What follows belongs to an exercise in optimizing a design on an open flow for small area, a short achievable clock period and few clock cycles per item; a production flow would make more cautious choices.
Function was checked by simulation only, so behaviour that the tests miss may differ from the original.
Power figures rest on the tool's default switching activity, not on a simulated workload.

==> design.v <==
module rfm_csa #(
   parameter int N = 3,
   parameter int W = 8
) (
   input  logic [N-1:0][W-1:0] rows,
   output logic [W-1:0]        s,
   output logic [W-1:0]        c
);
   function automatic int rows_after(input int n0, input int lev);
      int n;
      n = n0;
      for (int i = 0; i < 16; i++)
         if (i < lev && n > 2)
            n = (n / 3) * 2 + n % 3;
      rows_after = n;
   endfunction
   function automatic int levels(input int n0);
      int n, l;
      n = n0;
      l = 0;
      for (int i = 0; i < 16; i++)
         if (n > 2) begin
            n = (n / 3) * 2 + n % 3;
            l = l + 1;
         end
      levels = l;
   endfunction
   localparam int L = levels(N);
   logic [L:0][N-1:0][W-1:0] t;
   assign t[0] = rows;
   for (genvar l = 0; l < L; l++) begin : g_lev
      localparam int NI = rows_after(N, l);
      localparam int NG = NI / 3;
      localparam int NO = rows_after(N, l + 1);
      for (genvar g = 0; g < NG; g++) begin : g_fa
         logic [W-1:0] a, b, d, m;
         assign a = t[l][3*g];
         assign b = t[l][3*g+1];
         assign d = t[l][3*g+2];
         assign m = (a & b) | (a & d) | (b & d);
         assign t[l+1][2*g]   = a ^ b ^ d;
         assign t[l+1][2*g+1] = {m[W-2:0], 1'b0};
      end
      for (genvar r = 3 * NG; r < NI; r++) begin : g_pass
         assign t[l+1][2*NG+r-3*NG] = t[l][r];
      end
      for (genvar r = NO; r < N; r++) begin : g_zero
         assign t[l+1][r] = '0;
      end
   end
   assign s = t[L][0];
   assign c = (N > 1) ? t[L][1] : '0;
endmodule
module raycast_floor_texel_mapper_unit (
   input  logic        clock,
   input  logic        reset,
   input  logic        req_valid,
   output logic        req_ready,
   input  logic        req_func,
   input  logic [9:0]  req_column,
   input  logic [9:0]  req_start_row,
   input  logic        req_side,
   input  logic [1:0]  req_dir_x_sign,
   input  logic [1:0]  req_dir_y_sign,
   input  logic [5:0]  req_map_x,
   input  logic [5:0]  req_map_y,
   input  logic [15:0] req_wall_frac,
   input  logic [23:0] req_wall_dist,
   output logic        rsp_valid,
   input  logic        rsp_ready,
   output logic [9:0]  rsp_out_column,
   output logic [9:0]  rsp_floor_row,
   output logic [10:0] rsp_sky_row,
   output logic [9:0]  rsp_tex_x,
   output logic [9:0]  rsp_tex_y,
   output logic        rsp_last,
   input  logic        csr_we,
   input  logic [2:0]  csr_index,
   input  logic [21:0] csr_wdata
);
   localparam int N1 = 27;    
   localparam int N2 = 18;    
   localparam logic [N1-1:0] CUT1 = 27'h7FFFFFA;
   localparam logic [N2-1:0] CUT2 = 18'h3FFFF;
   logic [10:0] screen_rows_ff;
   logic [21:0] cam_x_ff, cam_y_ff;
   logic [10:0] tex_width_ff, tex_height_ff;
   logic [10:0] h;
   logic [1:0][23:0] sl_dist;
   logic [1:0]       sl_dzero;
   logic [1:0][22:0] sl_px, sl_py;
   logic [1:0][9:0]  sl_col, sl_y0;
   logic [1:0][23:0] sl_dx, sl_dy;  
   logic [1:0][25:0] sl_dx3, sl_dy3;  
   logic [1:0][9:0]  sl_row;      
   logic [1:0]       sl_fresh;    
   logic        live_ff, slot_ff;
   logic [9:0]  row_ff;
   logic        accept, setup_go, row_go, n_issue;
   logic [10:0] y, y_next;
   logic        row_ok;
   logic        blocked;
   logic        epoch_ff, rp_active, rp_slot;
   logic [9:0]  rp_row;
   logic        rp_first, rp_end;
   logic        arrive, out_free, drop_now, load;
   logic        iss_v, iss_tag, iss_first;
   logic [10:0] iss_y;
   logic [11:0] d_val;
   logic        rsp_valid_ff;
   logic [9:0]  rsp_column_ff, rsp_row_ff, rsp_tx_ff, rsp_ty_ff;
   logic [10:0] rsp_sky_ff;
   logic        rsp_last_ff;
   assign h = (screen_rows_ff > 11'd1024) ? 11'd1024 : screen_rows_ff;
   always_ff @(posedge clock) begin
      if (reset) begin
         screen_rows_ff <= 11'd480;
         cam_x_ff       <= '0;
         cam_y_ff       <= '0;
         tex_width_ff   <= 11'd64;
         tex_height_ff  <= 11'd64;
      end else if (csr_we) begin
         case (csr_index)
            3'd0: screen_rows_ff <= csr_wdata[10:0];
            3'd1: cam_x_ff       <= csr_wdata;
            3'd2: cam_y_ff       <= csr_wdata;
            3'd3: tex_width_ff   <= csr_wdata[10:0];
            3'd4: tex_height_ff  <= csr_wdata[10:0];
            default: ;
         endcase
      end
   end
   assign row_ff    = sl_row[slot_ff];
   assign req_ready = !rp_active && (req_func || !blocked);
   assign accept    = req_valid && req_ready && !reset;
   assign setup_go  = accept && (req_func == 1'b0);
   assign row_go    = accept && (req_func == 1'b1) && live_ff;
   assign y         = {1'b0, row_ff} + 11'd1;
   assign y_next    = {1'b0, row_ff} + 11'd2;
   assign row_ok    = y < h;
   assign n_issue   = row_go && row_ok;
   assign rp_first  = rp_row == (rp_slot ? sl_y0[1] : sl_y0[0]);
   assign rp_end    = rp_row == (rp_slot ? sl_row[1] : sl_row[0]);
   assign iss_v     = rp_active || n_issue;
   assign iss_tag   = rp_active ? rp_slot : slot_ff;
   assign iss_first = rp_active ? rp_first : sl_fresh[slot_ff];
   assign iss_y     = rp_active ? {1'b0, rp_row} : y;
   assign d_val     = {iss_y, 1'b0} - {1'b0, h};
   always_ff @(posedge clock) begin
      if (reset) begin
         live_ff   <= 1'b0;
         rp_active <= 1'b0;
      end else begin
         if (setup_go) begin
            slot_ff            <= !slot_ff;
            sl_row[!slot_ff]   <= req_start_row;
            sl_fresh[!slot_ff] <= 1'b1;
            live_ff            <= ({1'b0, req_start_row} + 11'd1) < h;
         end else if (row_go) begin
            if (!row_ok) begin
               live_ff <= 1'b0;
            end else begin
               sl_row[slot_ff]   <= y[9:0];
               sl_fresh[slot_ff] <= 1'b0;
               if (y_next >= h)
                  live_ff <= 1'b0;
            end
         end
         if (drop_now) begin
            epoch_ff  <= !epoch_ff;
            rp_active <= 1'b1;
            rp_slot   <= t1_tag;
            rp_row    <= out_y;
         end else if (rp_active) begin
            if (!rp_end) begin
               rp_row <= rp_row + 10'd1;
            end else if (rp_slot != slot_ff && !sl_fresh[slot_ff]) begin
               rp_slot <= slot_ff;
               rp_row  <= slot_ff ? sl_y0[1] : sl_y0[0];
            end else begin
               rp_active <= 1'b0;
            end
         end
      end
   end
   always_ff @(posedge clock) begin
      if (setup_go) begin
         sl_dist[!slot_ff]  <= req_wall_dist;
         sl_dzero[!slot_ff] <= (req_wall_dist == '0);
         sl_col[!slot_ff]   <= req_column;
         sl_y0[!slot_ff]    <= req_start_row + 10'd1;
         if (req_side == 1'b0 && req_dir_x_sign == 2'd1) begin
            sl_px[!slot_ff] <= {1'b0, req_map_x, 16'b0};
            sl_py[!slot_ff] <= {1'b0, req_map_y, req_wall_frac};
         end else if (req_side == 1'b0 && req_dir_x_sign == 2'd2) begin
            sl_px[!slot_ff] <= {{1'b0, req_map_x} + 7'd1, 16'b0};
            sl_py[!slot_ff] <= {1'b0, req_map_y, req_wall_frac};
         end else if (req_side == 1'b1 && req_dir_y_sign == 2'd1) begin
            sl_px[!slot_ff] <= {1'b0, req_map_x, req_wall_frac};
            sl_py[!slot_ff] <= {1'b0, req_map_y, 16'b0};
         end else begin
            sl_px[!slot_ff] <= {1'b0, req_map_x, req_wall_frac};
            sl_py[!slot_ff] <= {{1'b0, req_map_y} + 7'd1, 16'b0};
         end
      end
   end
   always_ff @(posedge clock) begin
      for (int s = 0; s < 2; s++) begin
         sl_dx[s]    <= {1'b0, sl_px[s]} - {2'b00, cam_x_ff};
         sl_dy[s]    <= {1'b0, sl_py[s]} - {2'b00, cam_y_ff};
         sl_dx3[s]   <= {{2{sl_dx[s][23]}}, sl_dx[s]} + {sl_dx[s][23], sl_dx[s], 1'b0};
         sl_dy3[s]   <= {{2{sl_dy[s][23]}}, sl_dy[s]} + {sl_dy[s][23], sl_dy[s], 1'b0};
      end
   end
   logic       i_v, i_ep, i_tag, i_first, i_sat;
   logic [9:0] i_d;
   always_ff @(posedge clock) begin
      if (reset) begin
         i_v <= 1'b0;
      end else begin
         i_v <= iss_v;
      end
   end
   always_ff @(posedge clock) begin
      i_ep    <= epoch_ff;
      i_tag   <= iss_tag;
      i_first <= iss_first;
      i_sat   <= d_val[11] || (d_val == '0) || (iss_tag ? sl_dzero[1] : sl_dzero[0]);
      i_d     <= d_val[9:0];
   end
   logic [N1:0]        a1_v, a1_ep, a1_tag, a1_first, a1_sat;
   logic [N1:0][9:0]   a1_d, a1_r;
   logic [N1:0][26:0]  a1_q;
   logic [N1:0]        a1_busy;
   logic [26:0]        num1;
   assign num1 = {h, 16'b0};
   assign a1_v[0]     = i_v;
   assign a1_ep[0]    = i_ep;
   assign a1_tag[0]   = i_tag;
   assign a1_first[0] = i_first;
   assign a1_sat[0]   = i_sat;
   assign a1_d[0]     = i_d;
   assign a1_r[0]     = '0;
   assign a1_q[0]     = '0;
   assign a1_busy[0]  = i_v && (i_tag != slot_ff);
   for (genvar k = 0; k < N1; k++) begin : g_div1
      localparam logic [9:0] MASK_IN  = (k >= 10) ? 10'h3FF : 10'((1 << k) - 1);
      localparam logic [9:0] MASK_OUT = (k >= 9)  ? 10'h3FF : 10'((1 << (k + 1)) - 1);
      logic [10:0] trial;
      logic [11:0] t1;
      logic [9:0]  r_n;
      logic        q_n;
      assign trial = {a1_r[k] & MASK_IN, num1[26-k]};
      assign t1    = {1'b0, trial} - {2'b00, a1_d[k]};
      assign q_n   = !t1[11];
      assign r_n   = q_n ? t1[9:0] : trial[9:0];
      if (CUT1[k]) begin : g_reg
         logic        v, ep, tag, first, sat;
         logic [9:0]  d, r;
         logic [27:0] q;
         always_ff @(posedge clock) begin
            if (reset) begin
               v <= 1'b0;
            end else begin
               v <= a1_v[k];
            end
         end
         always_ff @(posedge clock) begin
            begin
               ep    <= a1_ep[k];
               tag   <= a1_tag[k];
               first <= a1_first[k];
               sat   <= a1_sat[k];
               d     <= a1_d[k];
               r     <= r_n & MASK_OUT;
               q     <= {a1_q[k][25:0], q_n};
            end
         end
         assign a1_v[k+1]     = v;
         assign a1_ep[k+1]    = ep;
         assign a1_tag[k+1]   = tag;
         assign a1_first[k+1] = first;
         assign a1_sat[k+1]   = sat;
         assign a1_d[k+1]     = d;
         assign a1_r[k+1]     = r;
         assign a1_q[k+1]     = q;
         assign a1_busy[k+1]  = v && (tag != slot_ff);
      end else begin : g_wire
         assign a1_v[k+1]     = a1_v[k];
         assign a1_ep[k+1]    = a1_ep[k];
         assign a1_tag[k+1]   = a1_tag[k];
         assign a1_first[k+1] = a1_first[k];
         assign a1_sat[k+1]   = a1_sat[k];
         assign a1_d[k+1]     = a1_d[k];
         assign a1_r[k+1]     = r_n & MASK_OUT;
         assign a1_q[k+1]     = {a1_q[k][25:0], q_n};
         assign a1_busy[k+1]  = 1'b0;
      end
   end
   logic [N2:0]        a2_v, a2_ep, a2_tag, a2_first, a2_sat, a2_x;
   logic [N2:0][23:0]  a2_r;
   logic [N2:0][17:0]  a2_q;
   logic [N2:0]        a2_busy;
   logic [26:0]        dist1;
   logic [25:0]        sat_dif;
   assign dist1       = a1_q[N1];
   assign sat_dif     = {1'b0, dist1[26:2]} - {2'b00, a1_tag[N1] ? sl_dist[1] : sl_dist[0]};
   assign a2_v[0]     = a1_v[N1];
   assign a2_ep[0]    = a1_ep[N1];
   assign a2_tag[0]   = a1_tag[N1];
   assign a2_first[0] = a1_first[N1];
   assign a2_sat[0]   = a1_sat[N1] || !sat_dif[25];
   assign a2_r[0]     = dist1[25:2];
   assign a2_q[0]     = '0;
   assign a2_x[0]     = dist1[0];
   assign a2_busy[0]  = 1'b0;
   for (genvar k = 0; k < N2; k++) begin : g_div2
      logic [23:0] dv;
      logic [24:0] trial;
      logic [25:0] t1;
      logic [23:0] r_n;
      logic        q_n;
      assign dv    = a2_tag[k] ? sl_dist[1] : sl_dist[0];
      assign trial = {a2_r[k], (k == 0) ? dist1[1] : (k == 1) ? a2_x[k] : 1'b0};
      assign t1    = {1'b0, trial} - {2'b00, dv};
      assign q_n   = !t1[25];
      assign r_n   = q_n ? t1[23:0] : trial[23:0];
      if (CUT2[k]) begin : g_reg
         logic        v, ep, tag, first, sat, x;
         logic [23:0] r;
         logic [17:0] q;
         always_ff @(posedge clock) begin
            if (reset) begin
               v <= 1'b0;
            end else begin
               v <= a2_v[k];
            end
         end
         always_ff @(posedge clock) begin
            begin
               ep    <= a2_ep[k];
               tag   <= a2_tag[k];
               first <= a2_first[k];
               sat   <= a2_sat[k];
               x     <= a2_x[k];
               r     <= r_n;
               q     <= {a2_q[k][16:0], a2_sat[k] || q_n};
            end
         end
         assign a2_v[k+1]     = v;
         assign a2_ep[k+1]    = ep;
         assign a2_tag[k+1]   = tag;
         assign a2_first[k+1] = first;
         assign a2_sat[k+1]   = sat;
         assign a2_x[k+1]     = x;
         assign a2_r[k+1]     = r;
         assign a2_q[k+1]     = q;
         assign a2_busy[k+1]  = v && (tag != slot_ff);
      end else begin : g_wire
         assign a2_v[k+1]     = a2_v[k];
         assign a2_ep[k+1]    = a2_ep[k];
         assign a2_tag[k+1]   = a2_tag[k];
         assign a2_first[k+1] = a2_first[k];
         assign a2_sat[k+1]   = a2_sat[k];
         assign a2_x[k+1]     = a2_x[k];
         assign a2_r[k+1]     = r_n;
         assign a2_q[k+1]     = {a2_q[k][16:0], a2_sat[k] || q_n};
         assign a2_busy[k+1]  = 1'b0;
      end
   end
   logic [17:0]      w;
   logic [1:0][31:0] dm1, dm3;
   logic [1:0][21:0] csel;
   logic [1:0][31:0] l1_s_n, l1_c_n;
   logic [1:0][23:0] dpick;
   logic [1:0][25:0] dpick3;
   assign w         = a2_q[N2];
   always_ff @(posedge clock) begin
      dpick[0]  <= a2_tag[N2-1] ? sl_dx[1] : sl_dx[0];
      dpick[1]  <= a2_tag[N2-1] ? sl_dy[1] : sl_dy[0];
      dpick3[0] <= a2_tag[N2-1] ? sl_dx3[1] : sl_dx3[0];
      dpick3[1] <= a2_tag[N2-1] ? sl_dy3[1] : sl_dy3[0];
   end
   assign dm1[0]    = {{8{dpick[0][23]}}, dpick[0]};
   assign dm1[1]    = {{8{dpick[1][23]}}, dpick[1]};
   assign dm3[0]    = {{6{dpick3[0][25]}}, dpick3[0]};
   assign dm3[1]    = {{6{dpick3[1][25]}}, dpick3[1]};
   assign csel[0]   = cam_x_ff;
   assign csel[1]   = cam_y_ff;
   logic [1:0][9:0][31:0] lrows;
   for (genvar ax = 0; ax < 2; ax++) begin : g_lerp
      for (genvar i = 0; i < 9; i++) begin : g_digit
         logic [31:0] mult;
         always_comb begin
            case (w[2*i+1 -: 2])
               2'd0:    mult = 32'd0;
               2'd1:    mult = dm1[ax];
               2'd2:    mult = {dm1[ax][30:0], 1'b0};
               default: mult = dm3[ax];
            endcase
         end
         assign lrows[ax][i] = mult << (2 * i);
      end
      assign lrows[ax][9] = {csel[ax][15:0], 16'b0};
      rfm_csa #(.N(10), .W(32)) u_csa (
         .rows (lrows[ax]),
         .s    (l1_s_n[ax]),
         .c    (l1_c_n[ax])
      );
   end
   logic             l1_v, l1_ep, l1_tag, l1_first;
   logic [1:0][31:0] l1_s, l1_c;
   always_ff @(posedge clock) begin
      if (reset) begin
         l1_v <= 1'b0;
      end else begin
         l1_v <= a2_v[N2];
      end
   end
   always_ff @(posedge clock) begin
      begin
         l1_ep    <= a2_ep[N2];
         l1_tag   <= a2_tag[N2];
         l1_first <= a2_first[N2];
         l1_s     <= l1_s_n;
         l1_c     <= l1_c_n;
      end
   end
   logic [1:0][31:0] l2_sum;
   assign l2_sum[0] = l1_s[0] + l1_c[0];
   assign l2_sum[1] = l1_s[1] + l1_c[1];
   logic             l2_v, l2_ep, l2_tag, l2_first;
   logic [1:0][15:0] l2_f;
   always_ff @(posedge clock) begin
      if (reset) begin
         l2_v <= 1'b0;
      end else begin
         l2_v <= l1_v;
      end
   end
   always_ff @(posedge clock) begin
      begin
         l2_ep    <= l1_ep;
         l2_tag   <= l1_tag;
         l2_first <= l1_first;
         l2_f[0]  <= l2_sum[0][31:16];
         l2_f[1]  <= l2_sum[1][31:16];
      end
   end
   logic [1:0][10:0] ssel;
   logic [1:0][25:0] t1_s_n, t1_c_n;
   assign ssel[0] = tex_width_ff;
   assign ssel[1] = tex_height_ff;
   logic [1:0][10:0][25:0] trows;
   for (genvar ax = 0; ax < 2; ax++) begin : g_tex
      for (genvar j = 0; j < 11; j++) begin : g_row
         assign trows[ax][j] = ssel[ax][j] ? (26'(l2_f[ax]) << j) : 26'd0;
      end
      rfm_csa #(.N(11), .W(26)) u_csa (
         .rows (trows[ax]),
         .s    (t1_s_n[ax]),
         .c    (t1_c_n[ax])
      );
   end
   logic             t1_v, t1_ep, t1_tag, t1_first;
   logic [1:0][25:0] t1_s, t1_c;
   always_ff @(posedge clock) begin
      if (reset) begin
         t1_v <= 1'b0;
      end else begin
         t1_v <= l2_v;
      end
   end
   always_ff @(posedge clock) begin
      begin
         t1_ep    <= l2_ep;
         t1_tag   <= l2_tag;
         t1_first <= l2_first;
         t1_s     <= t1_s_n;
         t1_c     <= t1_c_n;
      end
   end
   logic [1:0][25:0] t2_sum;
   assign t2_sum[0] = t1_s[0] + t1_c[0];
   assign t2_sum[1] = t1_s[1] + t1_c[1];
   assign blocked = (|a1_busy) || (|a2_busy)
                 || (l1_v && (l1_tag != slot_ff))
                 || (l2_v && (l2_tag != slot_ff))
                 || (t1_v && (t1_tag != slot_ff));
   logic [9:0] out_y;
   assign out_y    = t1_first ? (t1_tag ? sl_y0[1] : sl_y0[0]) : rsp_row_ff + 10'd1;
   assign arrive   = t1_v && (t1_ep == epoch_ff);
   assign out_free = !rsp_valid_ff || rsp_ready;
   assign drop_now = arrive && !out_free;
   assign load     = arrive && out_free;
   always_ff @(posedge clock) begin
      if (reset) begin
         rsp_valid_ff <= 1'b0;
      end else if (load) begin
         rsp_valid_ff <= 1'b1;
      end else if (rsp_ready) begin
         rsp_valid_ff <= 1'b0;
      end
   end
   always_ff @(posedge clock) begin
      if (load) begin
         rsp_column_ff <= t1_tag ? sl_col[1] : sl_col[0];
         rsp_row_ff    <= out_y;
         rsp_sky_ff    <= h - {1'b0, out_y};
         rsp_last_ff   <= ({1'b0, out_y} + 11'd1) >= h;
         rsp_tx_ff     <= t2_sum[0][25:16];
         rsp_ty_ff     <= t2_sum[1][25:16];
      end
   end
   assign rsp_valid      = rsp_valid_ff;
   assign rsp_out_column = rsp_column_ff;
   assign rsp_floor_row  = rsp_row_ff;
   assign rsp_sky_row    = rsp_sky_ff;
   assign rsp_tex_x      = rsp_tx_ff;
   assign rsp_tex_y      = rsp_ty_ff;
   assign rsp_last       = rsp_last_ff;
endmodule
==> run.sh <==
#!/bin/bash
# synth_recipe.tcl (not shown) runs the flow's synth.tcl, then flattens the netlist and writes it again
# the make line also repeats each setting of config.mk as NAME=value (left out here)
make -C /OpenROAD-flow-scripts/flow DESIGN_CONFIG=/design/flow/config.mk WORK_HOME=/design/flow/orfs CLKGATE_MAP_FILE= SYNTH_SCRIPT=/design/flow/synth_recipe.tcl finish
==> config.mk <==
export PLATFORM = sky130hd
export DESIGN_NAME = raycast_floor_texel_mapper_unit
export DESIGN_NICKNAME = raycast_floor_texel_mapper_unit
export VERILOG_FILES = /design/flow/design.v
export SDC_FILE = /design/flow/constraint.sdc
export NUM_CORES = 4
export LEC_CHECK = 0
export CAP_MARGIN = 20
export CORE_MARGIN = 2
export CORE_UTILIZATION = 45
export PLACE_DENSITY = 0.6
export SLEW_MARGIN = 20
==> constraint.sdc <==
create_clock -name core_clock -period 5.0 [get_ports {clock}]
set_input_delay 1.0000 -clock core_clock [delete_from_list [all_inputs] [get_ports {clock}]]
set_output_delay 1.0000 -clock core_clock [all_outputs]
set_load 0.01 [all_outputs]
==> metrics.cfg, run 1 <==
[clock_tree]
cts_sinks=2507
numCtsBuffers=282
cts_buffer_depth=4
worstSkewPairLatency_ns=0.95
cts_tree=done
htree_levels=5
clock_tree.root_cell=sky130_fd_sc_hd__clkbuf_16
cts.clk_slew.worst_paths_ns=0.06
postCtsSetupBuffers=0

[route]
detail_route.first_pass.iterations=7
detail_route.vias_per_cell=5.50
postRouteAntennaNets=0
route.detailed.drc=0
totalWireLength_mm=380
route.vias.total=97700
wl_per_cell_um=21.4
drt-initial-drc-count=7095

[power_and_ir_drop]
cellPowerDensity_nw_per_um2=670
total_power_mw=104
power_leakage_nw=67.6
irDropWorstVdd_mv=0.816

[critical_path]
r2r-start=dpick[47]
setup.worst_path.class=reg2reg
critical-path-slowest-cell=sky130_fd_sc_hd__a22oi_1
timing.rr.end=l1_s[63]
r2r.worst_path.cells=14
cell_type_with_the_highest_occurrence_count_on_the_critical_path=sky130_fd_sc_hd__xnor2_1
regToRegSetupSlack_ns=0.51
worst_setup_path_startpoint=dpick[47]
worst_path_largest_cell_delay_ns=0.75
critical_path.startpoint_type=flip-flop
timing.critical_path.fanout_max=17
capturing_instance_or_port_of_the_critical_path=l1_s[63]
critPathRequiredTime_ns=5.77
cp_cell_sequence=nand2b_1 > nand2_1 > a22oi_1 > fa_1 > inv_1 > fa_1 > inv_1 > fa_1 > fa_1 > xnor2_1 > xnor2_1 > xnor2_1 > xnor2_1 > xnor2_1
end_kind=flip-flop
timing.critical_path.arrival_ns=5.27

[floorplanning]
floorplan.initialDensity=0.451
placeableCoreArea_um2=305000
dieArea_um2=310000
die_h_um=557
num_io_pins=162
rows=203
die-width_um=557

[min_path]
hold_path_origin=g_div1[8].g_reg.ep
holdCritPathClass=reg2reg
whs_path_depth=0

[placed_design]
placement.cell_area_um2=144000
gp_congestion=0.915
placed_wire_length_estimate_after_detailed_placement_mm=286
numPlacedInstances=17200
place.port_buffers=161

[sta]
final_worst_path_period_need_ns=4.49
maxSlewHeadroom=0.179
slew_viol_final=0
final_min_period_over_clock_period=0.898
finalSetupTns_ns=0
finalSetupViolCount=0
hold_slack_ns=0.284
unrepaired_setup_endpoints_after_global_routing=false
tightestPinTransition_ns=1.23
worst_clock_skew_ns=0.0971
report.final.hold_viol_count=0
max_freq_mhz=223

[global_route]
gr-max-usage-layer=met2
groute.layer.met2.usage=0.393
number_of_antenna_violations_at_the_first_check_in_global_routing=24
grt_util_met3=0.0333
grtUsageMet1=0.320
pin_count_of_the_biggest_net_entering_global_routing=84
grt_pass1_vias=99200
grt_pass1_wl_mm=582
grt-ovfl-total=0
global_route.usage.total=0.240

[synthesis]
number_of_synthesized_register_bits=2507
synth.avg_cell_area_um2=10.4
mappedNetlistNets=15100
synth-seq-area-share=0.384
yosysWarningCount=1
synth_cell_types=103
synth-edff-count=269
synthFlopType=sky130_fd_sc_hd__dfxtp_1
synth_async_sr_flop_share=0
postSynthCellCount=13300
synth.cell_area_um2=138000

[finish]
area_growth_from_synthesis_to_layout_pct=12.2
final_layout_size_suffix_gt1_frac=0.133
most-common-layout-cells=2212 x sky130_fd_sc_hd__dfxtp_1, 1093 x sky130_fd_sc_hd__inv_1, 1089 x sky130_fd_sc_hd__ha_1
final_common_cell=sky130_fd_sc_hd__dfxtp_1
fin_nets=15200
instances_no_fill=17700
layout.cell_area.non_filler_um2=154000

[run]
cap_violations=0

[status]
outcome=timing/DRC/antenna clean

-- power by group --
group / switching, mW / total [mW] / leakage, nW / internal, mW
registers: 3.64 / 29.8 / 21.1 / 26.1
logic: 27.1 / 51.6 / 41.6 / 24.5
clock network: 8.95 / 22.2 / 4.91 / 13.2
total: 39.7 / 104 / 67.6 / 63.8
-- worst min path at each step --
stage,endpoint,slack [ns]
2_1_floorplan,g_div1[10].g_reg.ep,0.31
3_3_place_gp,g_div2[8].g_reg.q[5],0.31
3_5_place_dp,g_div1[18].g_reg.q[4],0.31
4_1_cts,g_div1[19].g_reg.q[8],0.28
5_1_grt,g_div1[19].g_reg.q[8],0.29
6_report,g_div1[9].g_reg.ep,0.28
-- state kept, by name, indices dropped and copies added, names as in the netlist, 46 cells and up, named ones only --
| name | flops |
|---|---|
| g_div2.g_reg.r | 408 |
| sl_dy | 48 |
| dpick | 48 |
| l1_s | 50 |
| sl_py | 46 |
| g_div1.g_reg.d | 240 |
| g_div2.g_reg.q | 171 |
| sl_px | 46 |
| g_div1.g_reg.q | 374 |
| sl_dy3 | 52 |
| l1_c | 50 |
| dpick3 | 52 |
| sl_dx3 | 52 |
| g_div1.g_reg.r | 211 |
| sl_dx | 48 |
-- metal layers --
| layer | wire (um) | vias to the layer above |
|---|---|---|
| met5 | 40 | - |
| li1 | - | 46300 |
| met2 | 174000 | 2847 |
| met4 | 15900 | 6 |
| met3 | 21100 | 751 |
| met1 | 169000 | 47800 |
-- synthesized netlist by cell type, types with 20 or more instances --
master | number | share of area
sky130_fd_sc_hd__a211oi_1 | 54 | 0.0029
sky130_fd_sc_hd__a21boi_0 | 89 | 0.0049
sky130_fd_sc_hd__a21o_1 | 289 | 0.016
sky130_fd_sc_hd__a21oi_1 | 551 | 0.020
sky130_fd_sc_hd__a22o_1 | 157 | 0.010
sky130_fd_sc_hd__a22oi_1 | 246 | 0.013
sky130_fd_sc_hd__a31oi_1 | 45 | 0.0020
sky130_fd_sc_hd__and2_1 | 256 | 0.012
sky130_fd_sc_hd__and3_1 | 62 | 0.0028
sky130_fd_sc_hd__buf_1 | 100 | 0.0027
sky130_fd_sc_hd__buf_2 | 24 | 0.00087
sky130_fd_sc_hd__clkbuf_1 | 431 | 0.012
sky130_fd_sc_hd__dfxtp_1 | 2238 | 0.33
sky130_fd_sc_hd__edfxtp_1 | 269 | 0.059
sky130_fd_sc_hd__fa_1 | 626 | 0.091
sky130_fd_sc_hd__ha_1 | 1089 | 0.099
sky130_fd_sc_hd__inv_1 | 1094 | 0.030
sky130_fd_sc_hd__mux2_1 | 23 | 0.0019
sky130_fd_sc_hd__mux2_2 | 934 | 0.076
sky130_fd_sc_hd__mux2i_1 | 522 | 0.038
sky130_fd_sc_hd__nand2_1 | 800 | 0.022
sky130_fd_sc_hd__nand2b_1 | 134 | 0.0061
sky130_fd_sc_hd__nand3_1 | 146 | 0.0053
sky130_fd_sc_hd__nand3b_1 | 27 | 0.0015
sky130_fd_sc_hd__nand4_1 | 60 | 0.0027
sky130_fd_sc_hd__nor2_1 | 600 | 0.016
sky130_fd_sc_hd__nor2b_1 | 205 | 0.0093
sky130_fd_sc_hd__nor3_1 | 171 | 0.0062
sky130_fd_sc_hd__nor4_1 | 37 | 0.0017
sky130_fd_sc_hd__o211ai_1 | 48 | 0.0026
sky130_fd_sc_hd__o21a_1 | 151 | 0.0082
sky130_fd_sc_hd__o21ai_0 | 541 | 0.020
sky130_fd_sc_hd__o21bai_1 | 61 | 0.0033
sky130_fd_sc_hd__o22ai_1 | 23 | 0.0010
sky130_fd_sc_hd__o31a_1 | 28 | 0.0018
sky130_fd_sc_hd__o31ai_1 | 36 | 0.0020
sky130_fd_sc_hd__o41ai_1 | 24 | 0.0015
sky130_fd_sc_hd__or2_2 | 20 | 0.00091
sky130_fd_sc_hd__or3_1 | 42 | 0.0019
sky130_fd_sc_hd__or4_1 | 24 | 0.0013
sky130_fd_sc_hd__xnor2_1 | 495 | 0.031
sky130_fd_sc_hd__xor2_1 | 213 | 0.014
-- per-stage QoR --
| stage | utilization | worst slack (ns) |
|---|---|---|
| final | 0.506 | 0.508 |
| after global routing | 0.506 | 0.132 |
| after CTS | 0.506 | 0.0220 |
| after detailed placement | 0.473 | 0.549 |
| after global placement | 0.473 | 0.524 |
| after floorplan | - | 0.0793 |
-- layout make-up --
class                      count  area (um^2)
fill                       27200       151000
multi-input combinational   9091        78400
sequential                  2507        52900
clock buffer                 378         8210
tap                         4100         5130
inverter                    1095         4110
timing repair buffer         421         3760
clock inverter               138         1890
antenna                       17         42.5
-- what timing repair did --
item | 4_1_cts | 5_1_grt
setup endpoints to repair | 1 | 1
gates cloned | 0 | 0
gates resized for setup | 4 | 8
hold buffers | 0 | 0
-- kinds of logic after synthesis --
| logic type | share of synthesized area |
|---|---|
| flip-flops | 0.384 |
| AO/OA/AOI/OAI | 0.123 |
| AND/OR/NAND/NOR | 0.0929 |
| XOR/XNOR | 0.0450 |
| multiplexers | 0.118 |
| adder cells (fa/ha/maj) | 0.190 |
| buffers and inverters | 0.0472 |
-- worst max-delay path: cells and delay by family (launching register included) --
kind | cells | cell delay (ns)
buf+inv | 2 | 0.25
compound gates | 1 | 0.75
fa+ha+maj | 4 | 1.85
flops | 1 | 0.48
simple gates | 2 | 0.25
xor+xnor | 5 | 0.82
Testbench counts, summed over its fixed seeds: cycles 19,039, items 18,465.
==> run 2: changes to the inputs <==
--- a/design.v
+++ b/design.v
@@ -90,8 +90,6 @@
    logic [1:0]       sl_dzero;
    logic [1:0][22:0] sl_px, sl_py;
    logic [1:0][9:0]  sl_col, sl_y0;
-   logic [1:0][23:0] sl_dx, sl_dy;  
-   logic [1:0][25:0] sl_dx3, sl_dy3;  
    logic [1:0][9:0]  sl_row;      
    logic [1:0]       sl_fresh;    
    logic        live_ff, slot_ff;
@@ -206,10 +204,6 @@
    end
    always_ff @(posedge clock) begin
       for (int s = 0; s < 2; s++) begin
-         sl_dx[s]    <= {1'b0, sl_px[s]} - {2'b00, cam_x_ff};
-         sl_dy[s]    <= {1'b0, sl_py[s]} - {2'b00, cam_y_ff};
-         sl_dx3[s]   <= {{2{sl_dx[s][23]}}, sl_dx[s]} + {sl_dx[s][23], sl_dx[s], 1'b0};
-         sl_dy3[s]   <= {{2{sl_dy[s][23]}}, sl_dy[s]} + {sl_dy[s][23], sl_dy[s], 1'b0};
       end
    end
    logic       i_v, i_ep, i_tag, i_first, i_sat;
@@ -231,7 +225,7 @@
    logic [N1:0]        a1_v, a1_ep, a1_tag, a1_first, a1_sat;
    logic [N1:0][9:0]   a1_d, a1_r;
    logic [N1:0][26:0]  a1_q;
-   logic [N1:0]        a1_busy;
+   logic [N1:0]        a1_b0, a1_b1;    
    logic [26:0]        num1;
    assign num1 = {h, 16'b0};
    assign a1_v[0]     = i_v;
@@ -242,7 +236,8 @@
    assign a1_d[0]     = i_d;
    assign a1_r[0]     = '0;
    assign a1_q[0]     = '0;
-   assign a1_busy[0]  = i_v && (i_tag != slot_ff);
+   assign a1_b0[0]    = 1'b0;
+   assign a1_b1[0]    = 1'b0;
    for (genvar k = 0; k < N1; k++) begin : g_div1
       localparam logic [9:0] MASK_IN  = (k >= 10) ? 10'h3FF : 10'((1 << k) - 1);
       localparam logic [9:0] MASK_OUT = (k >= 9)  ? 10'h3FF : 10'((1 << (k + 1)) - 1);
@@ -284,7 +279,8 @@
          assign a1_d[k+1]     = d;
          assign a1_r[k+1]     = r;
          assign a1_q[k+1]     = q;
-         assign a1_busy[k+1]  = v && (tag != slot_ff);
+         assign a1_b0[k+1]    = a1_v[k] && !a1_tag[k];
+         assign a1_b1[k+1]    = a1_v[k] && a1_tag[k];
       end else begin : g_wire
          assign a1_v[k+1]     = a1_v[k];
          assign a1_ep[k+1]    = a1_ep[k];
@@ -294,13 +290,14 @@
          assign a1_d[k+1]     = a1_d[k];
          assign a1_r[k+1]     = r_n & MASK_OUT;
          assign a1_q[k+1]     = {a1_q[k][25:0], q_n};
-         assign a1_busy[k+1]  = 1'b0;
+         assign a1_b0[k+1]    = 1'b0;
+         assign a1_b1[k+1]    = 1'b0;
       end
    end
    logic [N2:0]        a2_v, a2_ep, a2_tag, a2_first, a2_sat, a2_x;
    logic [N2:0][23:0]  a2_r;
    logic [N2:0][17:0]  a2_q;
-   logic [N2:0]        a2_busy;
+   logic [N2:0]        a2_b0, a2_b1;
    logic [26:0]        dist1;
    logic [25:0]        sat_dif;
    assign dist1       = a1_q[N1];
@@ -313,7 +310,8 @@
    assign a2_r[0]     = dist1[25:2];
    assign a2_q[0]     = '0;
    assign a2_x[0]     = dist1[0];
-   assign a2_busy[0]  = 1'b0;
+   assign a2_b0[0]    = 1'b0;
+   assign a2_b1[0]    = 1'b0;
    for (genvar k = 0; k < N2; k++) begin : g_div2
       logic [23:0] dv;
       logic [24:0] trial;
@@ -355,7 +353,8 @@
          assign a2_x[k+1]     = x;
          assign a2_r[k+1]     = r;
          assign a2_q[k+1]     = q;
-         assign a2_busy[k+1]  = v && (tag != slot_ff);
+         assign a2_b0[k+1]    = a2_v[k] && !a2_tag[k];
+         assign a2_b1[k+1]    = a2_v[k] && a2_tag[k];
       end else begin : g_wire
          assign a2_v[k+1]     = a2_v[k];
          assign a2_ep[k+1]    = a2_ep[k];
@@ -365,7 +364,8 @@
          assign a2_x[k+1]     = a2_x[k];
          assign a2_r[k+1]     = r_n;
          assign a2_q[k+1]     = {a2_q[k][16:0], a2_sat[k] || q_n};
-         assign a2_busy[k+1]  = 1'b0;
+         assign a2_b0[k+1]    = 1'b0;
+         assign a2_b1[k+1]    = 1'b0;
       end
    end
    logic [17:0]      w;
@@ -375,11 +375,16 @@
    logic [1:0][23:0] dpick;
    logic [1:0][25:0] dpick3;
    assign w         = a2_q[N2];
-   always_ff @(posedge clock) begin
-      dpick[0]  <= a2_tag[N2-1] ? sl_dx[1] : sl_dx[0];
-      dpick[1]  <= a2_tag[N2-1] ? sl_dy[1] : sl_dy[0];
-      dpick3[0] <= a2_tag[N2-1] ? sl_dx3[1] : sl_dx3[0];
-      dpick3[1] <= a2_tag[N2-1] ? sl_dy3[1] : sl_dy3[0];
+   logic [1:0][22:0] ppick;
+   logic [1:0][23:0] dpre;
+   assign ppick[0] = a2_tag[N2-2] ? sl_px[1] : sl_px[0];
+   assign ppick[1] = a2_tag[N2-2] ? sl_py[1] : sl_py[0];
+   always_ff @(posedge clock) begin
+      for (int ax = 0; ax < 2; ax++) begin
+         dpre[ax]   <= {1'b0, ppick[ax]} - {2'b00, csel[ax]};
+         dpick[ax]  <= dpre[ax];
+         dpick3[ax] <= {{2{dpre[ax][23]}}, dpre[ax]} + {dpre[ax][23], dpre[ax], 1'b0};
+      end
    end
    assign dm1[0]    = {{8{dpick[0][23]}}, dpick[0]};
    assign dm1[1]    = {{8{dpick[1][23]}}, dpick[1]};
@@ -387,7 +392,7 @@
    assign dm3[1]    = {{6{dpick3[1][25]}}, dpick3[1]};
    assign csel[0]   = cam_x_ff;
    assign csel[1]   = cam_y_ff;
-   logic [1:0][9:0][31:0] lrows;
+   logic [1:0][8:0][31:0] lrows;
    for (genvar ax = 0; ax < 2; ax++) begin : g_lerp
       for (genvar i = 0; i < 9; i++) begin : g_digit
          logic [31:0] mult;
@@ -401,8 +406,7 @@
          end
          assign lrows[ax][i] = mult << (2 * i);
       end
-      assign lrows[ax][9] = {csel[ax][15:0], 16'b0};
-      rfm_csa #(.N(10), .W(32)) u_csa (
+      rfm_csa #(.N(9), .W(32)) u_csa (
          .rows (lrows[ax]),
          .s    (l1_s_n[ax]),
          .c    (l1_c_n[ax])
@@ -427,8 +431,8 @@
       end
    end
    logic [1:0][31:0] l2_sum;
-   assign l2_sum[0] = l1_s[0] + l1_c[0];
-   assign l2_sum[1] = l1_s[1] + l1_c[1];
+   assign l2_sum[0] = l1_s[0] + l1_c[0] + {cam_x_ff[15:0], 16'b0};
+   assign l2_sum[1] = l1_s[1] + l1_c[1] + {cam_y_ff[15:0], 16'b0};
    logic             l2_v, l2_ep, l2_tag, l2_first;
    logic [1:0][15:0] l2_f;
    always_ff @(posedge clock) begin
@@ -483,10 +487,21 @@
    logic [1:0][25:0] t2_sum;
    assign t2_sum[0] = t1_s[0] + t1_c[0];
    assign t2_sum[1] = t1_s[1] + t1_c[1];
-   assign blocked = (|a1_busy) || (|a2_busy)
-                 || (l1_v && (l1_tag != slot_ff))
-                 || (l2_v && (l2_tag != slot_ff))
-                 || (t1_v && (t1_tag != slot_ff));
+   logic busy0_ff, busy1_ff, busy0_n, busy1_n;
+   assign busy0_n = (iss_v && !iss_tag) || (|a1_b0) || (|a2_b0)
+                 || (a2_v[N2] && !a2_tag[N2]) || (l1_v && !l1_tag) || (l2_v && !l2_tag);
+   assign busy1_n = (iss_v && iss_tag) || (|a1_b1) || (|a2_b1)
+                 || (a2_v[N2] && a2_tag[N2]) || (l1_v && l1_tag) || (l2_v && l2_tag);
+   always_ff @(posedge clock) begin
+      if (reset) begin
+         busy0_ff <= 1'b0;
+         busy1_ff <= 1'b0;
+      end else begin
+         busy0_ff <= busy0_n;
+         busy1_ff <= busy1_n;
+      end
+   end
+   assign blocked = slot_ff ? busy0_ff : busy1_ff;
    logic [9:0] out_y;
    assign out_y    = t1_first ? (t1_tag ? sl_y0[1] : sl_y0[0]) : rsp_row_ff + 10'd1;
    assign arrive   = t1_v && (t1_ep == epoch_ff);
==> run 2 against run 1 <==
  * Still clean on timing, DRC and antenna
  * Non-clock buffer count fell by 68
  * Clock power fell by 9%
  * Synthesized cell count fell by 5.8%
  * Wire length fell by 7.2%
  * Worst hold slack improved by 0.013 ns
  * Worst setup slack got worse by 0.087 ns
  * Cell count fell by 5.8%
  * Fmax fell by 1.9%
  * Synthesized area fell by 4.9%
  * Sequential power fell by 1%
  * Design area fell by 5.5%
  * Critical path type unchanged
  * Critical endpoint is now g_div2[0].g_reg.r[5]
==> metrics.cfg, run 2 <==
[placed_design]
pre_cts_ws_ns=0.481  ; -0.0680 ns
placed_wire_length_estimate_after_detailed_placement_mm=262  ; -8.5%
place.port_buffers=161  ; unchanged
numPlacedInstances=16200  ; -5.8%
gp_congestion=0.938  ; +2.6%

[global_route]
grt_pass1_vias=94000  ; -5.3%
pin_count_of_the_biggest_net_entering_global_routing=109  ; +30%
number_of_antenna_violations_at_the_first_check_in_global_routing=13  ; -46%
grt_pass1_wl_mm=544  ; -6.6%
global_route.usage.total=0.235  ; -0.00528
grt-ovfl-total=0  ; unchanged

[critical_path]
setup.worst_path.class=reg2reg
timing.critical_path.fanout_max=31  ; +14
timing.critical_path.arrival_ns=5.36  ; +0.09 ns
end_kind=flip-flop
critical_path.startpoint_type=flip-flop
regToRegSetupSlack_ns=0.42  ; -0.09 ns
critPathRequiredTime_ns=5.78  ; about the same

[synthesis]
synth_top_cell_area_share=0.319  ; -0.00603
synth-edff-count=269  ; unchanged
number_of_synthesized_register_bits=2357  ; -6.0%
synth_async_sr_flop_share=0  ; unchanged
mappedNetlistNets=14200  ; -5.7%
synthFlopType=sky130_fd_sc_hd__dfxtp_1
yosys.cell_count.top_type=sky130_fd_sc_hd__dfxtp_1
synth-seq-area-share=0.381  ; -0.00298
synth.cell_area_um2=131000  ; -4.9%
area_contributors_post_synth=sky130_fd_sc_hd__dfxtp_1 32%, sky130_fd_sc_hd__ha_1 9.6%, sky130_fd_sc_hd__fa_1 9.5%
synth.avg_cell_area_um2=10.5  ; +0.86%
synth.cells.most_frequent=2088 x sky130_fd_sc_hd__dfxtp_1, 1037 x sky130_fd_sc_hd__inv_1, 1000 x sky130_fd_sc_hd__ha_1
synth_area_leader_cell=sky130_fd_sc_hd__dfxtp_1
synth_cell_types=105  ; +1.9%
yosysWarningCount=1  ; unchanged
postSynthCellCount=12500  ; -5.8%

[route]
route.detailed.drc=0  ; unchanged
route.vias.total=92200  ; -5.5%
postRouteAntennaNets=0  ; unchanged
drt-initial-drc-count=6528  ; -8.0%
wl_per_cell_um=21.1  ; -1.4%
detail_route.first_pass.iterations=6  ; -1
totalWireLength_mm=353  ; -7.2%
detail_route.vias_per_cell=5.52  ; +0.33%

[run]
cap_violations=0  ; unchanged

[power_and_ir_drop]
power_leakage_nw=63.9  ; -5.5%
irDropWorstVdd_mv=0.765  ; -6.2%
cellPowerDensity_nw_per_um2=737  ; +10%

[clock_tree]
cts_hold_buffers=0  ; unchanged
worstSkewPairLatency_ns=0.92  ; -0.03 ns
cts_tree=done
cts_buffer_depth=4  ; unchanged
postCtsSetupBuffers=0  ; unchanged
numCtsBuffers=268  ; -5.0%
post_cts_resize_count=0  ; -4
clock_tree.root_cell=sky130_fd_sc_hd__clkbuf_16
htree_levels=5  ; unchanged
cts_sinks=2357  ; -6.0%
cts.clk_slew.worst_paths_ns=0.06  ; about the same

[finish]
area_growth_from_synthesis_to_layout_pct=11.5
most-common-layout-cells=2070 x sky130_fd_sc_hd__dfxtp_1, 1036 x sky130_fd_sc_hd__inv_1, 998 x sky130_fd_sc_hd__ha_1
final_layout_size_suffix_gt1_frac=0.130  ; -0.00235
instances_no_fill=16700  ; -5.8%
largest_register_ffs=408  ; unchanged
final_common_cell=sky130_fd_sc_hd__dfxtp_1
finish.utilization=0.503  ; -0.00312
fin_nets=14300  ; -5.9%
layout_top_registers=g_div2.g_reg.r: 408 flops, g_div1.g_reg.q: 374 flops, g_div1.g_reg.d: 240 flops
registers.top_by_ff_count=g_div2.g_reg.r
number_of_fill_cells=25800  ; -5.2%

[floorplanning]
placeableCoreArea_um2=290000  ; -4.9%
die_h_um=543  ; -2.5%
die-width_um=543  ; -2.5%
dieArea_um2=295000  ; -4.9%
floorplan.initialDensity=0.451  ; about the same
num_io_pins=162  ; unchanged
rows=198  ; -2.5%

[sta]
final_min_period_over_clock_period=0.916  ; +0.0174
report.final.hold_viol_count=0  ; unchanged
maxSlewHeadroom=0.199  ; +0.0201
slew_viol_final=0  ; unchanged
worst_clock_skew_ns=0.0758  ; -0.0213 ns
final_worst_path_period_need_ns=4.58  ; +0.0871 ns
finalSetupViolCount=0  ; unchanged
fin_ws_ns=0.420  ; -0.0871 ns
hold_slack_ns=0.297  ; +0.0129 ns
tightestPinTransition_ns=1.20  ; -0.0339 ns
max_freq_mhz=218  ; -1.9%
finalSetupTns_ns=0  ; unchanged
unrepaired_setup_endpoints_after_global_routing=false

[status]
outcome=timing/DRC/antenna clean

[min_path]
holdCritPathClass=reg2reg

[run 2: cell types whose count changed after synthesis, sizes merged, moves of 58 or more]
| cell | delta |
|---|---|
| a22o | +100 |
| a22oi | -106 |
| dfxtp | -150 |
| ha | -89 |
| inv | -58 |
| nand2 | -89 |
| xnor2 | -76 |
[run 2: final cells by class]
class                      count  area [um^2]  area share
clock inverter               136         1740      0.0119
clock buffer                 349         7460      0.0511
multi-input combinational   8568        74900       0.513
timing repair buffer         353         3240      0.0222
sequential                  2357        49900       0.342
antenna                        7         17.5    0.000120
tap                         3900         4880      0.0334
inverter                    1039         3910      0.0267
[run 2: worst paths after layout]
check / cells past startpoint / start / endpoint
worst max-delay path: 11 / g_div1[26].g_reg.tag / g_div2[0].g_reg.r[5]
worst min-delay path: 0 / g_div1[15].g_reg.sat / g_div1[16].g_reg.sat
worst max register to register: 11 / g_div1[26].g_reg.tag / g_div2[0].g_reg.r[5]
worst min register to register: 0 / g_div1[15].g_reg.sat / g_div1[16].g_reg.sat
[run 2: power by group]
group	internal, mW	switching, mW
clock	11.9	8.32
combinational	27.1	30.8
sequential	25.1	4.30
total	64.2	43.4
[run 2: worst max-delay path, stage by stage (launching register included)]
cell and delay [ns]:
sky130_fd_sc_hd__dfxtp_1 0.85, sky130_fd_sc_hd__buf_4 0.28, sky130_fd_sc_hd__mux2i_1 0.27, sky130_fd_sc_hd__ha_1 0.35, sky130_fd_sc_hd__a21oi_1 0.29, sky130_fd_sc_hd__a21oi_1 0.15
sky130_fd_sc_hd__nor4_1 0.63, sky130_fd_sc_hd__o32ai_1 0.26, sky130_fd_sc_hd__o31ai_2 0.40, sky130_fd_sc_hd__o2111ai_2 0.30, sky130_fd_sc_hd__buf_4 0.33, sky130_fd_sc_hd__mux2_2 0.32
[run 2: metal layers]
| layer | vias up | part of all wire | GRT usage |
|---|---|---|---|
| met5 | - | 0.00011 | 0 |
| met4 | 6 | 0.042 | 0.0934 |
| met3 | 806 | 0.064 | 0.0422 |
| met2 | 2825 | 0.46 | 0.384 |
| met1 | 45000 | 0.44 | 0.306 |
| li1 | 43600 | - | - |
[run 2: cell families after synthesis]
family / count (synthesis) / share of synthesized area
XOR/XNOR: 644 / 0.0431
AO/OA/AOI/OAI: 2390 / 0.125
flip-flops: 2357 / 0.381
multiplexers: 1436 / 0.120
AND/OR/NAND/NOR: 2474 / 0.0923
adder cells (fa/ha/maj): 1624 / 0.191
buffers and inverters: 1590 / 0.0477
[run 2: metrics by stage]
stage          power (mW)  instance area [um^2]
2_1_floorplan        72.2                131000
3_3_place_gp         85.7                137000
4_1_cts               108                146000
6_report              108                146000
5_1_grt               117                146000
3_5_place_dp         87.4                137000
Testbench counts of run 2, summed over its fixed seeds: cycles 19,039, items 18,465.
==> run 3: changes to the inputs <==
--- a/design.v
+++ b/design.v
@@ -87,22 +87,21 @@
    logic [10:0] tex_width_ff, tex_height_ff;
    logic [10:0] h;
    logic [1:0][23:0] sl_dist;
-   logic [1:0]       sl_dzero;
    logic [1:0][22:0] sl_px, sl_py;
    logic [1:0][9:0]  sl_col, sl_y0;
    logic [1:0][9:0]  sl_row;      
    logic [1:0]       sl_fresh;    
    logic        live_ff, slot_ff;
-   logic [9:0]  row_ff;
+   logic [10:0] y_ff;           
    logic        accept, setup_go, row_go, n_issue;
    logic [10:0] y, y_next;
    logic        row_ok;
    logic        blocked;
-   logic        epoch_ff, rp_active, rp_slot;
+   logic        rp_active, rp_slot;
    logic [9:0]  rp_row;
-   logic        rp_first, rp_end;
+   logic        rp_end;
    logic        arrive, out_free, drop_now, load;
-   logic        iss_v, iss_tag, iss_first;
+   logic        iss_v, iss_tag;
    logic [10:0] iss_y;
    logic [11:0] d_val;
    logic        rsp_valid_ff;
@@ -128,20 +127,17 @@
          endcase
       end
    end
-   assign row_ff    = sl_row[slot_ff];
    assign req_ready = !rp_active && (req_func || !blocked);
    assign accept    = req_valid && req_ready && !reset;
    assign setup_go  = accept && (req_func == 1'b0);
    assign row_go    = accept && (req_func == 1'b1) && live_ff;
-   assign y         = {1'b0, row_ff} + 11'd1;
-   assign y_next    = {1'b0, row_ff} + 11'd2;
+   assign y         = y_ff;
+   assign y_next    = y_ff + 11'd1;
    assign row_ok    = y < h;
    assign n_issue   = row_go && row_ok;
-   assign rp_first  = rp_row == (rp_slot ? sl_y0[1] : sl_y0[0]);
    assign rp_end    = rp_row == (rp_slot ? sl_row[1] : sl_row[0]);
    assign iss_v     = rp_active || n_issue;
    assign iss_tag   = rp_active ? rp_slot : slot_ff;
-   assign iss_first = rp_active ? rp_first : sl_fresh[slot_ff];
    assign iss_y     = rp_active ? {1'b0, rp_row} : y;
    assign d_val     = {iss_y, 1'b0} - {1'b0, h};
    always_ff @(posedge clock) begin
@@ -152,6 +148,7 @@
          if (setup_go) begin
             slot_ff            <= !slot_ff;
             sl_row[!slot_ff]   <= req_start_row;
+            y_ff               <= {1'b0, req_start_row} + 11'd1;
             sl_fresh[!slot_ff] <= 1'b1;
             live_ff            <= ({1'b0, req_start_row} + 11'd1) < h;
          end else if (row_go) begin
@@ -159,13 +156,13 @@
                live_ff <= 1'b0;
             end else begin
                sl_row[slot_ff]   <= y[9:0];
+               y_ff              <= y_next;
                sl_fresh[slot_ff] <= 1'b0;
                if (y_next >= h)
                   live_ff <= 1'b0;
             end
          end
          if (drop_now) begin
-            epoch_ff  <= !epoch_ff;
             rp_active <= 1'b1;
             rp_slot   <= t1_tag;
             rp_row    <= out_y;
@@ -184,7 +181,6 @@
    always_ff @(posedge clock) begin
       if (setup_go) begin
          sl_dist[!slot_ff]  <= req_wall_dist;
-         sl_dzero[!slot_ff] <= (req_wall_dist == '0);
          sl_col[!slot_ff]   <= req_column;
          sl_y0[!slot_ff]    <= req_start_row + 10'd1;
          if (req_side == 1'b0 && req_dir_x_sign == 2'd1) begin
@@ -206,33 +202,27 @@
       for (int s = 0; s < 2; s++) begin
       end
    end
-   logic       i_v, i_ep, i_tag, i_first, i_sat;
+   logic       i_v, i_tag;
    logic [9:0] i_d;
    always_ff @(posedge clock) begin
-      if (reset) begin
+      if (reset || drop_now) begin
          i_v <= 1'b0;
       end else begin
          i_v <= iss_v;
       end
    end
    always_ff @(posedge clock) begin
-      i_ep    <= epoch_ff;
       i_tag   <= iss_tag;
-      i_first <= iss_first;
-      i_sat   <= d_val[11] || (d_val == '0) || (iss_tag ? sl_dzero[1] : sl_dzero[0]);
-      i_d     <= d_val[9:0];
+      i_d     <= (d_val[11] || d_val == '0) ? 10'd0 : d_val[9:0];
    end
-   logic [N1:0]        a1_v, a1_ep, a1_tag, a1_first, a1_sat;
+   logic [N1:0]        a1_v, a1_tag;
    logic [N1:0][9:0]   a1_d, a1_r;
    logic [N1:0][26:0]  a1_q;
    logic [N1:0]        a1_b0, a1_b1;    
    logic [26:0]        num1;
    assign num1 = {h, 16'b0};
    assign a1_v[0]     = i_v;
-   assign a1_ep[0]    = i_ep;
    assign a1_tag[0]   = i_tag;
-   assign a1_first[0] = i_first;
-   assign a1_sat[0]   = i_sat;
    assign a1_d[0]     = i_d;
    assign a1_r[0]     = '0;
    assign a1_q[0]     = '0;
@@ -250,11 +240,11 @@
       assign q_n   = !t1[11];
       assign r_n   = q_n ? t1[9:0] : trial[9:0];
       if (CUT1[k]) begin : g_reg
-         logic        v, ep, tag, first, sat;
+         logic        v, tag;
          logic [9:0]  d, r;
          logic [27:0] q;
          always_ff @(posedge clock) begin
-            if (reset) begin
+            if (reset || drop_now) begin
                v <= 1'b0;
             end else begin
                v <= a1_v[k];
@@ -262,20 +252,14 @@
          end
          always_ff @(posedge clock) begin
             begin
-               ep    <= a1_ep[k];
                tag   <= a1_tag[k];
-               first <= a1_first[k];
-               sat   <= a1_sat[k];
                d     <= a1_d[k];
                r     <= r_n & MASK_OUT;
                q     <= {a1_q[k][25:0], q_n};
             end
          end
          assign a1_v[k+1]     = v;
-         assign a1_ep[k+1]    = ep;
          assign a1_tag[k+1]   = tag;
-         assign a1_first[k+1] = first;
-         assign a1_sat[k+1]   = sat;
          assign a1_d[k+1]     = d;
          assign a1_r[k+1]     = r;
          assign a1_q[k+1]     = q;
@@ -283,10 +267,7 @@
          assign a1_b1[k+1]    = a1_v[k] && a1_tag[k];
       end else begin : g_wire
          assign a1_v[k+1]     = a1_v[k];
-         assign a1_ep[k+1]    = a1_ep[k];
          assign a1_tag[k+1]   = a1_tag[k];
-         assign a1_first[k+1] = a1_first[k];
-         assign a1_sat[k+1]   = a1_sat[k];
          assign a1_d[k+1]     = a1_d[k];
          assign a1_r[k+1]     = r_n & MASK_OUT;
          assign a1_q[k+1]     = {a1_q[k][25:0], q_n};
@@ -294,7 +275,7 @@
          assign a1_b1[k+1]    = 1'b0;
       end
    end
-   logic [N2:0]        a2_v, a2_ep, a2_tag, a2_first, a2_sat, a2_x;
+   logic [N2:0]        a2_v, a2_tag, a2_sat, a2_x;
    logic [N2:0][23:0]  a2_r;
    logic [N2:0][17:0]  a2_q;
    logic [N2:0]        a2_b0, a2_b1;
@@ -303,10 +284,8 @@
    assign dist1       = a1_q[N1];
    assign sat_dif     = {1'b0, dist1[26:2]} - {2'b00, a1_tag[N1] ? sl_dist[1] : sl_dist[0]};
    assign a2_v[0]     = a1_v[N1];
-   assign a2_ep[0]    = a1_ep[N1];
    assign a2_tag[0]   = a1_tag[N1];
-   assign a2_first[0] = a1_first[N1];
-   assign a2_sat[0]   = a1_sat[N1] || !sat_dif[25];
+   assign a2_sat[0]   = !sat_dif[25];
    assign a2_r[0]     = dist1[25:2];
    assign a2_q[0]     = '0;
    assign a2_x[0]     = dist1[0];
@@ -324,11 +303,11 @@
       assign q_n   = !t1[25];
       assign r_n   = q_n ? t1[23:0] : trial[23:0];
       if (CUT2[k]) begin : g_reg
-         logic        v, ep, tag, first, sat, x;
+         logic        v, tag, sat, x;
          logic [23:0] r;
          logic [17:0] q;
          always_ff @(posedge clock) begin
-            if (reset) begin
+            if (reset || drop_now) begin
                v <= 1'b0;
             end else begin
                v <= a2_v[k];
@@ -336,9 +315,7 @@
          end
          always_ff @(posedge clock) begin
             begin
-               ep    <= a2_ep[k];
                tag   <= a2_tag[k];
-               first <= a2_first[k];
                sat   <= a2_sat[k];
                x     <= a2_x[k];
                r     <= r_n;
@@ -346,9 +323,7 @@
             end
          end
          assign a2_v[k+1]     = v;
-         assign a2_ep[k+1]    = ep;
          assign a2_tag[k+1]   = tag;
-         assign a2_first[k+1] = first;
          assign a2_sat[k+1]   = sat;
          assign a2_x[k+1]     = x;
          assign a2_r[k+1]     = r;
@@ -357,9 +332,7 @@
          assign a2_b1[k+1]    = a2_v[k] && a2_tag[k];
       end else begin : g_wire
          assign a2_v[k+1]     = a2_v[k];
-         assign a2_ep[k+1]    = a2_ep[k];
          assign a2_tag[k+1]   = a2_tag[k];
-         assign a2_first[k+1] = a2_first[k];
          assign a2_sat[k+1]   = a2_sat[k];
          assign a2_x[k+1]     = a2_x[k];
          assign a2_r[k+1]     = r_n;
@@ -412,10 +385,10 @@
          .c    (l1_c_n[ax])
       );
    end
-   logic             l1_v, l1_ep, l1_tag, l1_first;
+   logic             l1_v, l1_tag;
    logic [1:0][31:0] l1_s, l1_c;
    always_ff @(posedge clock) begin
-      if (reset) begin
+      if (reset || drop_now) begin
          l1_v <= 1'b0;
       end else begin
          l1_v <= a2_v[N2];
@@ -423,9 +396,7 @@
    end
    always_ff @(posedge clock) begin
       begin
-         l1_ep    <= a2_ep[N2];
          l1_tag   <= a2_tag[N2];
-         l1_first <= a2_first[N2];
          l1_s     <= l1_s_n;
          l1_c     <= l1_c_n;
       end
@@ -433,10 +404,10 @@
    logic [1:0][31:0] l2_sum;
    assign l2_sum[0] = l1_s[0] + l1_c[0] + {cam_x_ff[15:0], 16'b0};
    assign l2_sum[1] = l1_s[1] + l1_c[1] + {cam_y_ff[15:0], 16'b0};
-   logic             l2_v, l2_ep, l2_tag, l2_first;
+   logic             l2_v, l2_tag;
    logic [1:0][15:0] l2_f;
    always_ff @(posedge clock) begin
-      if (reset) begin
+      if (reset || drop_now) begin
          l2_v <= 1'b0;
       end else begin
          l2_v <= l1_v;
@@ -444,9 +415,7 @@
    end
    always_ff @(posedge clock) begin
       begin
-         l2_ep    <= l1_ep;
          l2_tag   <= l1_tag;
-         l2_first <= l1_first;
          l2_f[0]  <= l2_sum[0][31:16];
          l2_f[1]  <= l2_sum[1][31:16];
       end
@@ -466,10 +435,10 @@
          .c    (t1_c_n[ax])
       );
    end
-   logic             t1_v, t1_ep, t1_tag, t1_first;
+   logic             t1_v, t1_tag;
    logic [1:0][25:0] t1_s, t1_c;
    always_ff @(posedge clock) begin
-      if (reset) begin
+      if (reset || drop_now) begin
          t1_v <= 1'b0;
       end else begin
          t1_v <= l2_v;
@@ -477,9 +446,7 @@
    end
    always_ff @(posedge clock) begin
       begin
-         t1_ep    <= l2_ep;
          t1_tag   <= l2_tag;
-         t1_first <= l2_first;
          t1_s     <= t1_s_n;
          t1_c     <= t1_c_n;
       end
@@ -493,7 +460,7 @@
    assign busy1_n = (iss_v && iss_tag) || (|a1_b1) || (|a2_b1)
                  || (a2_v[N2] && a2_tag[N2]) || (l1_v && l1_tag) || (l2_v && l2_tag);
    always_ff @(posedge clock) begin
-      if (reset) begin
+      if (reset || drop_now) begin
          busy0_ff <= 1'b0;
          busy1_ff <= 1'b0;
       end else begin
@@ -503,8 +470,10 @@
    end
    assign blocked = slot_ff ? busy0_ff : busy1_ff;
    logic [9:0] out_y;
+   logic       out_none, out_tag, t1_first;
+   assign t1_first = out_none || (t1_tag != out_tag);
    assign out_y    = t1_first ? (t1_tag ? sl_y0[1] : sl_y0[0]) : rsp_row_ff + 10'd1;
-   assign arrive   = t1_v && (t1_ep == epoch_ff);
+   assign arrive   = t1_v;
    assign out_free = !rsp_valid_ff || rsp_ready;
    assign drop_now = arrive && !out_free;
    assign load     = arrive && out_free;
@@ -518,7 +487,17 @@
       end
    end
    always_ff @(posedge clock) begin
+      if (reset) begin
+         out_none <= 1'b1;
+      end else if (load) begin
+         out_none <= 1'b0;
+      end else if (setup_go && (slot_ff != out_tag)) begin
+         out_none <= 1'b1;
+      end
+   end
+   always_ff @(posedge clock) begin
       if (load) begin
+         out_tag       <= t1_tag;
          rsp_column_ff <= t1_tag ? sl_col[1] : sl_col[0];
          rsp_row_ff    <= out_y;
          rsp_sky_ff    <= h - {1'b0, out_y};
==> run 3 against run 2 <==
  * Cell count fell by 1.2%
  * Sequential share of layout area is 0.62 points lower
  * Critical path depth rose by 1
  * Largest power group unchanged
  * Clock power down 7%
  * Wire length shrank 0.81%
  * Combinational power grew 6.6%
==> metrics.cfg, run 3 <==
[critical_path]
critical_path.startpoint_type=flip-flop
critPathRequiredTime_ns=5.80  ; +0.02 ns
setup.worst_path.class=reg2reg
regToRegSetupSlack_ns=0.55  ; +0.13 ns
r2r.worst_path.cells=12  ; +1
timing.critical_path.arrival_ns=5.25  ; -0.11 ns
r2r-start=g_div1[26].g_reg.tag
end_kind=flip-flop

[global_route]
grtUsageMet1=0.320  ; +0.0143
groute.layer.met2.usage=0.384  ; about the same
grt_pass1_vias=93300  ; -0.74%
grt_pass1_wl_mm=539  ; -0.88%
grt-ovfl-total=0  ; unchanged
gr-max-usage-layer=met2
number_of_antenna_violations_at_the_first_check_in_global_routing=19  ; +6
global_route.usage.total=0.238  ; +0.00307
grt_util_met3=0.0358  ; -0.00639

[finish]
registers.top_by_ff_count=g_div2.g_reg.r
largest_register_ffs=408  ; unchanged
layout.cell_area.non_filler_um2=142000  ; -2.4%
finish.utilization=0.504  ; +0.000902
layout_top_registers=g_div2.g_reg.r: 408 flops, g_div1.g_reg.q: 374 flops, g_div1.g_reg.d: 240 flops

[clock_tree]
cts_sinks=2247  ; -4.7%
cts_tree=done
cts_buffer_depth=4  ; unchanged
worstSkewPairLatency_ns=0.93  ; about the same
htree_levels=4  ; -1
cts.clk_slew.worst_paths_ns=0.06  ; about the same
numCtsBuffers=240  ; -10%
cts_hold_buffers=0  ; unchanged
post_cts_resize_count=0  ; unchanged
clock_tree.root_cell=sky130_fd_sc_hd__clkbuf_16

[route]
wl_per_cell_um=21.2  ; +0.35%
postRouteAntennaNets=0  ; unchanged
route.vias.total=91800  ; -0.44%
drt-initial-drc-count=6223  ; -4.7%
detail_route.vias_per_cell=5.56  ; +0.73%
detail_route.first_pass.iterations=6  ; unchanged

[run]
cap_violations=0  ; unchanged

[placed_design]
placed_wire_length_estimate_after_detailed_placement_mm=261  ; -0.51%
place.port_buffers=161  ; unchanged
numPlacedInstances=16100  ; -1.0%
gp_congestion=0.928  ; -1.1%
pre_cts_ws_ns=0.679  ; +0.198 ns

[sta]
hold_slack_ns=0.296  ; -0.000707 ns
final_min_period_over_clock_period=0.890  ; -0.0255
tightestPinTransition_ns=1.30  ; +0.105 ns
fin_ws_ns=0.548  ; +0.128 ns
slew_viol_final=0  ; unchanged
finalSetupTns_ns=0  ; unchanged
worst_clock_skew_ns=0.100  ; +0.0246 ns
report.final.hold_viol_count=0  ; unchanged
maxSlewHeadroom=0.131  ; -0.0674

[synthesis]
synth-edff-count=278  ; +3.3%
yosysWarningCount=1  ; unchanged
synth_async_sr_flop_share=0  ; unchanged
synth.cells.most_frequent=1969 x sky130_fd_sc_hd__dfxtp_1, 1050 x sky130_fd_sc_hd__inv_1, 998 x sky130_fd_sc_hd__ha_1
synthFlopType=sky130_fd_sc_hd__dfxtp_1

[power_and_ir_drop]
power_leakage_nw=61.1  ; -4.4%
switching_share=0.412  ; +0.00890
cellPowerDensity_nw_per_um2=774  ; +5.0%
portion_of_total_power_attributed_to_sequential_cells=0.270  ; -0.004
irDropWorstVdd_mv=0.867  ; +13%
internal_power_mw=64.8  ; +0.95%

[floorplanning]
die-width_um=537  ; -1.1%
floorplan.initialDensity=0.453  ; +0.00185
rows=195  ; -1.5%
num_io_pins=162  ; unchanged

[min_path]
holdCritPathClass=reg2reg
hold_path_origin=g_div2[6].g_reg.q[5]

[status]
outcome=timing/DRC/antenna clean

## run 3: cell type report
| type | instances | area, um^2 |
|---|---|---|
| diodes | 13 | 32.5 |
| clock buffers | 309 | 6770 |
| clock inverters | 142 | 1710 |
| fillers | 25400 | 140000 |
| inverters | 1050 | 3950 |
| multi-input cells | 8658 | 74300 |
| flip-flops and latches | 2247 | 47800 |
| well taps | 3743 | 4680 |
| repair buffers | 354 | 3210 |
## run 3: cell families after synthesis
logic type / Yosys count / share of synthesized area
xor gates and xnor gates: 597 / 0.0409
muxes: 1406 / 0.119
DFF: 2247 / 0.373
AOI/OAI and AO/OA: 2432 / 0.127
adders and majority gates: 1621 / 0.195
buffers and inverters: 1594 / 0.0474
and+or+nand+nor: 2602 / 0.0981
## run 3: worst max-delay path by stage
stage | startpoint | to | slack, ns | depth (start not counted)
6_report | g_div1[26].g_reg.tag | g_div2[0].g_reg.r[8] | 0.55 | 12
5_1_grt | g_div2[10].g_reg.tag | g_div2[11].g_reg.r[22] | 0.36 | 11
4_1_cts | g_div1[26].g_reg.tag | g_div2[0].g_reg.r[3] | 0.66 | 12
3_5_place_dp | g_div1[26].g_reg.tag | g_div2[0].g_reg.r[8] | 0.68 | 12
3_3_place_gp | g_div1[26].g_reg.tag | g_div2[0].g_reg.r[7] | 0.74 | 12
2_1_floorplan | req_func | flip-flop | 0.26 | 8
## run 3: critical path: stages (launching register included)
cell and delay (ns):
sky130_fd_sc_hd__dfxtp_1 0.61, sky130_fd_sc_hd__buf_4 0.46, sky130_fd_sc_hd__mux2i_1 0.56, sky130_fd_sc_hd__ha_1 0.39
sky130_fd_sc_hd__a21o_1 0.20, sky130_fd_sc_hd__a21oi_1 0.16, sky130_fd_sc_hd__nor2_1 0.06, sky130_fd_sc_hd__nor2_1 0.30
sky130_fd_sc_hd__nand4_1 0.17, sky130_fd_sc_hd__a311oi_1 0.50, sky130_fd_sc_hd__o31a_1 0.18, sky130_fd_sc_hd__buf_4 0.32
sky130_fd_sc_hd__mux2_2 0.39
## run 3: layer usage
metal / up-vias / part of all wire
met5: - / 0.000080
met3: 716 / 0.062
met4: 6 / 0.041
met1: 44800 / 0.45
li1: 43500 / -
met2: 2837 / 0.45
## run 3: power groups by stage
| stage | Combinational, mW | Clock (mW) | Sequential (mW) |
|---|---|---|---|
| floorplan | 47.7 | 0 | 27.3 |
| global placement | 59.8 | 0 | 30.0 |
| detailed placement | 61.6 | 0 | 30.0 |
| CTS | 62.1 | 19.3 | 29.7 |
| global route | 70.4 | 20.0 | 30.3 |
| finish | 61.7 | 18.8 | 29.7 |
Testbench counts of run 3, summed over its fixed seeds: cycles 19,039, items 18,465.

-- re-timing with driven ports --
Ports are ideal in the flow. The routed layouts listed here were re-timed in OpenROAD.
Step 1 sets driving cells, clkbuf_16 on the clock port and buf_2 on the other inputs (assumed; they add their load-dependent delay and slew).
Step 2, shift: input delay + t, output delay - t, t = (earliest + latest rising clock arrival at the registers) / 2. This alone moves slack from input paths to output paths.
a / b / c = ideal ports / drivers / drivers and shift; a / b = the first two.
| run | t (ns) | setup slack, ns | latest minus earliest clock arrival (ns) | worst register clock-pin slew, ns |
|---|---|---|---|---|
| run 1 | 1.002 | 0.508 / 0.473 / 0.508 | 0.101 / 0.102 | 0.07 / 0.07 |
| run 2 | 0.976 | 0.420 / 0.420 / 0.420 | 0.083 / 0.082 | 0.07 / 0.07 |
| run 3 | 0.990 | 0.548 / 0.548 / 0.548 | 0.116 / 0.116 | 0.07 / 0.07 |
After both steps every run listed still meets setup and hold.
